From an optimization exercise on the open Yosys and OpenROAD flow, aimed at small area; shortcuts taken in it are not production practice. Function was checked by simulation only, so behaviour that the tests miss may differ from the original. Power is estimated from default activity; no workload was simulated.

== JK ==
Design xdom_top, start of the top module:
module xdom_top (
  input  logic                                          clk,
  input  logic                                          rst,
  input  logic [12-1:0]                        i_adr,
  input  logic                                          i_wr,
  input  logic [16-1:0]                       i_wr_data,
  input  logic [16-1:0]                       i_vnum,
  input  logic [24-1:0]                   i_wvb_armed,
  input  logic [24-1:0][32-1:0] i_disc_scaler,
  input  logic                                          i_pg_ack,
  output logic [16-1:0]                       o_rd_data,
  output logic [16+11:0]                      o_trig_bundle,
  output logic [24-1:0]                   o_trig_run,
  output logic [24-1:0]                   o_wvb_arm,
  output logic [2*24-1:0]                 o_adc_delay_ce,
  output logic [2*24-1:0]                 o_adc_delay_inc,
  output logic [2*24-1:0]                 o_adc_bitslip,
  output logic [24-1:0]                   o_discr_bitslip,
  output logic [6-1:0]                    o_pulser_trig,
  output logic [28-1:0]                     o_pg_req_addr,
  output logic                                          o_pg_optype,
  output logic                                          o_pg_req,
  output logic                                          o_ddr3_sys_rst
);
export LEC_CHECK = 0
export CAP_MARGIN = 10
export CORE_AREA = 5 5 325 325
export CTS_BUF_LIST = sky130_fd_sc_hd__clkbuf_16
export CTS_CLUSTER_DIAMETER = 60
export CTS_CLUSTER_SIZE = 20
export DIE_AREA = 0 0 330 330
export SLEW_MARGIN = 10
create_clock -name core_clock -period 10.0 [get_ports {clk}]
standard.sh (not shown) runs the stock make flow with config.mk's settings and CLKGATE_MAP_FILE= SYNTH_SCRIPT=/design/flow/synth_recipe.tcl, a recipe that flattens the netlist after the stock synthesis.
==> flow/flow/run.sh <==
#!/bin/bash
# The standard layout (standard.sh), with these changes:
#  - synthesis is the standard one except that ABC maps the logic with an
#    area-oriented script (flow/abc_area.script) instead of the speed script;
#    the flip-flops are mapped before ABC runs, so they are untouched;
#  - each port is buffered by the smallest buffer cell instead of the default
#    delay buffer;
set -euo pipefail
here=$(pwd)

# Standard synthesis script with only the abc script swapped
sed 's#log_cmd abc {\*}\$abc_args#log_cmd abc {*}[lreplace $abc_args 1 1 '"$here"'/flow/abc_area.script]#' \
  "$FLOW_HOME/scripts/synth.tcl" > my_synth_core.tcl
grep -q 'flow/abc_area.script' my_synth_core.tcl
sed 's#source \$::env(SCRIPTS_DIR)/synth.tcl#source '"$here"'/my_synth_core.tcl#' synth_recipe.tcl > my_synth.tcl
grep -q 'my_synth_core.tcl' my_synth.tcl
sed 's#/synth_recipe\.tcl#/my_synth.tcl#' standard.sh > my_standard.sh
grep -q 'SYNTH_SCRIPT=[^ ]*/my_synth.tcl' my_standard.sh

export BUFFER_PORTS_ARGS="-buffer_cell sky130_fd_sc_hd__buf_1"
export CTS_ARGS="-sink_clustering_enable -repair_clock_nets -dont_use_dummy_load \
  -buf_list sky130_fd_sc_hd__clkbuf_16 -sink_clustering_size 20 -sink_clustering_max_diameter 60"
bash my_standard.sh "$@" > standard_flow.log 2>&1
==> flow/flow/abc_area.script <==
&get -n
&st
&dch
&nf -R 1000 -p -C 32 -F 8 -A 4
&put
mfs2
&get -n
&st
&dch
&nf -R 1000 -p -C 32 -F 8 -A 4
&put
mfs2
&get -n
&st
&dch
&nf -R 1000 -p -C 32 -F 8 -A 4
&put
> inputs changed (JK -> MS)
diff --git a/flow/flow/run.sh b/flow/flow/run.sh
--- a/flow/flow/run.sh
+++ b/flow/flow/run.sh
@@ -22 +22 @@
-  -buf_list sky130_fd_sc_hd__clkbuf_16 -sink_clustering_size 20 -sink_clustering_max_diameter 60"
+  -buf_list sky130_fd_sc_hd__clkbuf_8 -sink_clustering_size 14 -sink_clustering_max_diameter 50"
diff --git a/flow/config.mk b/flow/config.mk
--- a/flow/config.mk
+++ b/flow/config.mk
@@ -10,3 +10,3 @@
-export CTS_BUF_LIST = sky130_fd_sc_hd__clkbuf_16
-export CTS_CLUSTER_DIAMETER = 60
-export CTS_CLUSTER_SIZE = 20
+export CTS_BUF_LIST = sky130_fd_sc_hd__clkbuf_8
+export CTS_CLUSTER_DIAMETER = 50
+export CTS_CLUSTER_SIZE = 14
@@ -13,0 +14 @@
+export GPL_TIMING_DRIVEN = 0
Notes after the runs:
- A critical path endpoint of o_rd_data[2] is what MS shows, while o_rd_data[1] belongs to JK.
- Diff JK -> MS | wire length of the first global-routing pass | decrease of 4100 um
- For final net count, MS and JK come out practically identical.
- Portion of the clock cycle consumed by the worst path in the final layout (MS over JK): decrease, 0.61 points
Modified inputs, AL compared to MS
diff --git a/flow/flow/run.sh b/flow/flow/run.sh
--- a/flow/flow/run.sh
+++ b/flow/flow/run.sh
@@ -7,0 +8,2 @@
+#  - after global routing, gates on paths with spare slack are downsized
+#    (RECOVER_POWER), which shrinks cells the earlier repairs had upsized;
@@ -19,0 +22 @@
+export RECOVER_POWER=100
diff --git a/flow/config.mk b/flow/config.mk
--- a/flow/config.mk
+++ b/flow/config.mk
@@ -14 +13,0 @@
-export GPL_TIMING_DRIVEN = 0
Notes after the runs:
Slowest cell on the critical path: sky130_fd_sc_hd__clkbuf_1 -> AL, sky130_fd_sc_hd__nor2_1 -> MS. Against MS, the final cell area of AL is lower. In AL the net switching share of the total power turned out 0.49 points higher than in MS. AL: flow complete, layout not clean; failing: max-capacitance violations, max-slew violations. Number of vias after detailed routing (AL over MS): increase, 225. Of AL and MS, MS shows the lower first-pass GRT wire length, with AL above it. Looking at post-layout total power, AL sits above MS. Diff MS -> AL: average cell area after synthesis did not really move; clock transition at the registers of the reported paths went down; final core utilization went down; sequential logic power went up. The run with more routed wire is AL, not MS. Count of plain and timing-repair buffers went down slightly going from MS to AL.
Here is what was changed in the inputs of TR compared with AL.
diff --git a/flow/flow/run.sh b/flow/flow/run.sh
--- a/flow/flow/run.sh
+++ b/flow/flow/run.sh
@@ -8,2 +7,0 @@
-#  - after global routing, gates on paths with spare slack are downsized
-#    (RECOVER_POWER), which shrinks cells the earlier repairs had upsized;
@@ -22 +19,0 @@
-export RECOVER_POWER=100
@@ -25 +22 @@
-  -buf_list sky130_fd_sc_hd__clkbuf_8 -sink_clustering_size 14 -sink_clustering_max_diameter 50"
+  -buf_list sky130_fd_sc_hd__clkbuf_8 -sink_clustering_size 18 -sink_clustering_max_diameter 50"
diff --git a/flow/config.mk b/flow/config.mk
--- a/flow/config.mk
+++ b/flow/config.mk
@@ -12 +12 @@
-export CTS_CLUSTER_SIZE = 14
+export CTS_CLUSTER_SIZE = 18
## What came out
TR ended with every stage complete and zero timing, DRC or antenna violations. [compare] base=AL new=TR: wire length per cell held steady, sequential portion of the cell area now sits at about the same level, total power fell 0.68%, global-route usage flat. The beginning of the critical path comes out rst in one run and i_adr[8] in the other, namely in AL and TR respectively. Looking at cell with the largest stage delay on the worst path, the sky130_fd_sc_hd__nor2_2 result is from TR; the sky130_fd_sc_hd__clkbuf_1 one comes from AL. Cmp TR vs AL: switching power summed over all nets lower in TR. Final max-slew violation count came out lower on TR than on AL. Setup slack: TR more than AL. As far as buffer depth of the longest clock path goes, AL and TR are indistinguishable; the numbers are identical. The cell area power density of TR is lower than that of AL.

## static timing again, ports no longer ideal
How much do the figures lean on ideal ports? The routed layouts below were timed once more, with nothing changed but the port constraints. Step 1 assumes that a clkbuf_16 drives the clock port and a buf_2 every other input. Step 2 times the ports against the registers' clock, not the clock port: input delays grow and output delays shrink by t, the midpoint of the rising clock arrivals with the driver on. a / b / c = ideal / step 1 / step 2; a / b = the first two.
run	t (ns)	setup WS [ns]	hold slack, ns	pins driven straight from the clock port
JK	0.570	2.688 / 2.656 / 2.656	0.384 / 0.384 / 0.384	1
MS	0.593	2.749 / 2.720 / 2.720	0.386 / 0.386 / 0.386	1
AL	0.634	2.158 / 2.147 / 1.547	0.370 / 0.370 / 0.370	1
TR	0.631	2.670 / 2.638 / 2.638	0.354 / 0.354 / 0.354	1
The setup slack of AL, which loses most, moves by -0.011 ns with the drivers and by -0.611 ns with both steps.
